Background: an optimization exercise with open tools, aiming at small area, a short achievable clock period and few clock cycles. Do not read the settings as production practice.
In this exercise RTL edits were held to simulation tests only and were not proved equivalent to the original.

fjord:
==> flow/design.v (excerpt) <==
module lms_top (
	input logic clk_operation,
	input logic rst,
	input logic sample_strobe,
	input logic signed [15:0] sample,
	input logic signed [15:0] desired,
	input logic signed [15:0] mu,
	input logic start,
	output logic ready,
	output logic [31:0] result,
	output logic [255:0] coefs
);
Size: ~6,100 cells after synthesis, about 810 flip-flops, ~66,000 µm² of cells after synthesis.
export LEC_CHECK = 0
export CAP_MARGIN = 20
export CORE_MARGIN = 2
export CORE_UTILIZATION = 60
export SLEW_MARGIN = 20
create_clock -name core_clock -period 20.0 [get_ports {clk_operation}]
standard.sh (not shown) runs the stock make flow with config.mk's settings and CLKGATE_MAP_FILE= SYNTH_SCRIPT=/design/flow/synth_recipe.tcl, a recipe that flattens the netlist after the stock synthesis.
==> flow/flow/run.sh <==
#!/bin/bash
# The standard layout, with two changes to how it is made:
# - ORFS's repair_timing aims at a larger setup margin, so that it shortens the real critical
#   paths (the 20 ns clock alone leaves it nothing to repair);
# - the port buffers that global placement adds to every input and output are buf_1 cells
#   (repair may size them up) instead of the default choice, clkdlybuf4s50_1.
set -euo pipefail
bash standard.sh SETUP_SLACK_MARGIN=14 "BUFFER_PORTS_ARGS=-buffer_cell sky130_fd_sc_hd__buf_1" finish > make_finish.log 2>&1 || { tail -40 make_finish.log; exit 1; }
Testbench counts of fjord, summed over its fixed seeds: cycles 24,016.
--- input diff fjord..nickel ---
Settings: swapping 60 for 55 in CORE_UTILIZATION.
-- flow/flow/run.sh --
<<< fjord, line 8
bash standard.sh SETUP_SLACK_MARGIN=14 "BUFFER_PORTS_ARGS=-buffer_cell sky130_fd_sc_hd__buf_1" finish > make_finish.log 2>&1 || { tail -40 make_finish.log; exit 1; }
>>> nickel, line 8
bash standard.sh SETUP_SLACK_MARGIN=12.5 "BUFFER_PORTS_ARGS=-buffer_cell sky130_fd_sc_hd__buf_1" finish > make_finish.log 2>&1 || { tail -40 make_finish.log; exit 1; }
Findings:
- In the final design statistics, nickel uses fewer standard cells in total than fjord.
- Diff fjord..nickel | sequential cell count | unchanged
- Against fjord as the reference, nickel delivers a lower area taken by multi-input logic gates.
- Relative to fjord, final cycle utilization of the critical path increased by 4.7 points in nickel.
- Re global-route usage: nickel and fjord aren't equal, and the higher value belongs to fjord.
- Total routed wirelength, nickel and fjord: larger value in fjord
- Diff nickel..fjord | count of flip-flops with a built-in enable after synthesis | unchanged
- nickel: number of cell instances on the worst register-to-register path is 7 lower than what fjord reported.
--- input diff nickel..lagoon ---
-- flow/flow/run.sh --
<<< nickel, line 8
bash standard.sh SETUP_SLACK_MARGIN=12.5 "BUFFER_PORTS_ARGS=-buffer_cell sky130_fd_sc_hd__buf_1" finish > make_finish.log 2>&1 || { tail -40 make_finish.log; exit 1; }
>>> lagoon, line 8
bash standard.sh SETUP_SLACK_MARGIN=14.5 "BUFFER_PORTS_ARGS=-buffer_cell sky130_fd_sc_hd__buf_1" finish > make_finish.log 2>&1 || { tail -40 make_finish.log; exit 1; }
Results
Run comparison: lagoon start point of the critical path acc_c[8]; nickel start point of the critical path s_U2
On summed instance area of the synthesized netlist, lagoon and nickel are basically level.
Against nickel, minimum period implied by the final worst setup slack in lagoon came out better.
Comparing lagoon and nickel, the higher delay of the slowest cell on the worst path was measured on nickel.
[compare] base=nickel new=lagoon: antenna diode count fell 18; share of the clock period used by the worst path after layout fell 4.6 points; critical path depth rose 10.
Changes in juniper relative to lagoon:
-- flow/flow/run.sh --
<<< lagoon, line 8
bash standard.sh SETUP_SLACK_MARGIN=14.5 "BUFFER_PORTS_ARGS=-buffer_cell sky130_fd_sc_hd__buf_1" finish > make_finish.log 2>&1 || { tail -40 make_finish.log; exit 1; }
>>> juniper, line 8
bash standard.sh SETUP_SLACK_MARGIN=13.0 "BUFFER_PORTS_ARGS=-buffer_cell sky130_fd_sc_hd__buf_1" finish > make_finish.log 2>&1 || { tail -40 make_finish.log; exit 1; }
- juniper | status: complete | timing, DRC, antenna: pass
- | number of antenna violations at the first check in global routing | juniper vs lagoon | 2 higher |
- Cell count of the worst hold path ended up 1 higher on juniper than on lagoon.

* * *

lms_top again, from the RTL that the note above started with.
Settings: LEC_CHECK=0, CAP_MARGIN=20, CORE_MARGIN=2, CORE_UTILIZATION=55, SLEW_MARGIN=20; clock period 20.0 ns.
==> flow/flow/run.sh <==
#!/bin/bash
# The standard layout, with two changes to how it is made:
# - ORFS's repair_timing aims at a larger setup margin, so that it shortens the real critical
#   paths (the 20 ns clock alone leaves it nothing to repair);
# - the port buffers that global placement adds to every input and output are buf_1 cells
#   (repair may size them up) instead of the default choice, clkdlybuf4s50_1.
set -euo pipefail
bash standard.sh SETUP_SLACK_MARGIN=13.5 "BUFFER_PORTS_ARGS=-buffer_cell sky130_fd_sc_hd__buf_1" finish > make_finish.log 2>&1 || { tail -40 make_finish.log; exit 1; }
Testbench counts at the start, summed over its fixed seeds: cycles 24,016.
Then changed:
--- a/flow/flow/run.sh
+++ b/flow/flow/run.sh
@@ -7,2 +7,2 @@
 set -euo pipefail
-bash standard.sh SETUP_SLACK_MARGIN=13.5 "BUFFER_PORTS_ARGS=-buffer_cell sky130_fd_sc_hd__buf_1" finish > make_finish.log 2>&1 || { tail -40 make_finish.log; exit 1; }
+bash standard.sh SETUP_SLACK_MARGIN=14 "BUFFER_PORTS_ARGS=-buffer_cell sky130_fd_sc_hd__buf_1" finish > make_finish.log 2>&1 || { tail -40 make_finish.log; exit 1; }
Effect: The new run passed the timing, DRC and antenna checks. Global-route usage rose by 0.69 points. Final area rose by a few percent. Routed wire length rose slightly. Clock skew fell by 35 ps. Worst hold slack improves by 8.8 ps.

==> static timing again, ports no longer ideal <==
No port has a modelled driver above. Below, the same layouts with a new extraction and two added sets of constraints.
Step 1, drivers: a clkbuf_16 drives clk_operation and a buf_2 each remaining input, both assumed.
Step 2 also shifts input and output timing later by t, the mid clock arrival at the registers, as if the neighbouring blocks saw the same clock.
a / b / c = no drivers / after step 1 / after step 2; a / b = the first two.
| run | t, ns | setup slack, ns | slew at the worst register clock pin (ns) | worst slew at a driven data input, ns |
|---|---|---|---|---|
| fjord | 0.786 | 13.434 / 13.434 / 13.434 | 0.07 / 0.07 | 0.07 |
| nickel | 0.798 | 12.485 / 12.485 / 12.485 | 0.07 / 0.07 | 0.07 |
| lagoon | 0.792 | 13.404 / 13.404 / 13.404 | 0.07 / 0.07 | 0.07 |
| juniper | 0.794 | 13.060 / 13.060 / 12.982 | 0.07 / 0.07 | 0.07 |
| the first run of note 2 | 0.832 | 13.317 / 13.317 / 12.932 | 0.07 / 0.07 | 0.05 |
| the second run of note 2 | 0.800 | 13.342 / 13.342 / 13.267 | 0.07 / 0.07 | 0.07 |
After both steps setup and hold are still met in every run listed. For the first run of note 2, which loses most, drivers alone change the setup slack by 0.000 ns; drivers and shift together by -0.385 ns.
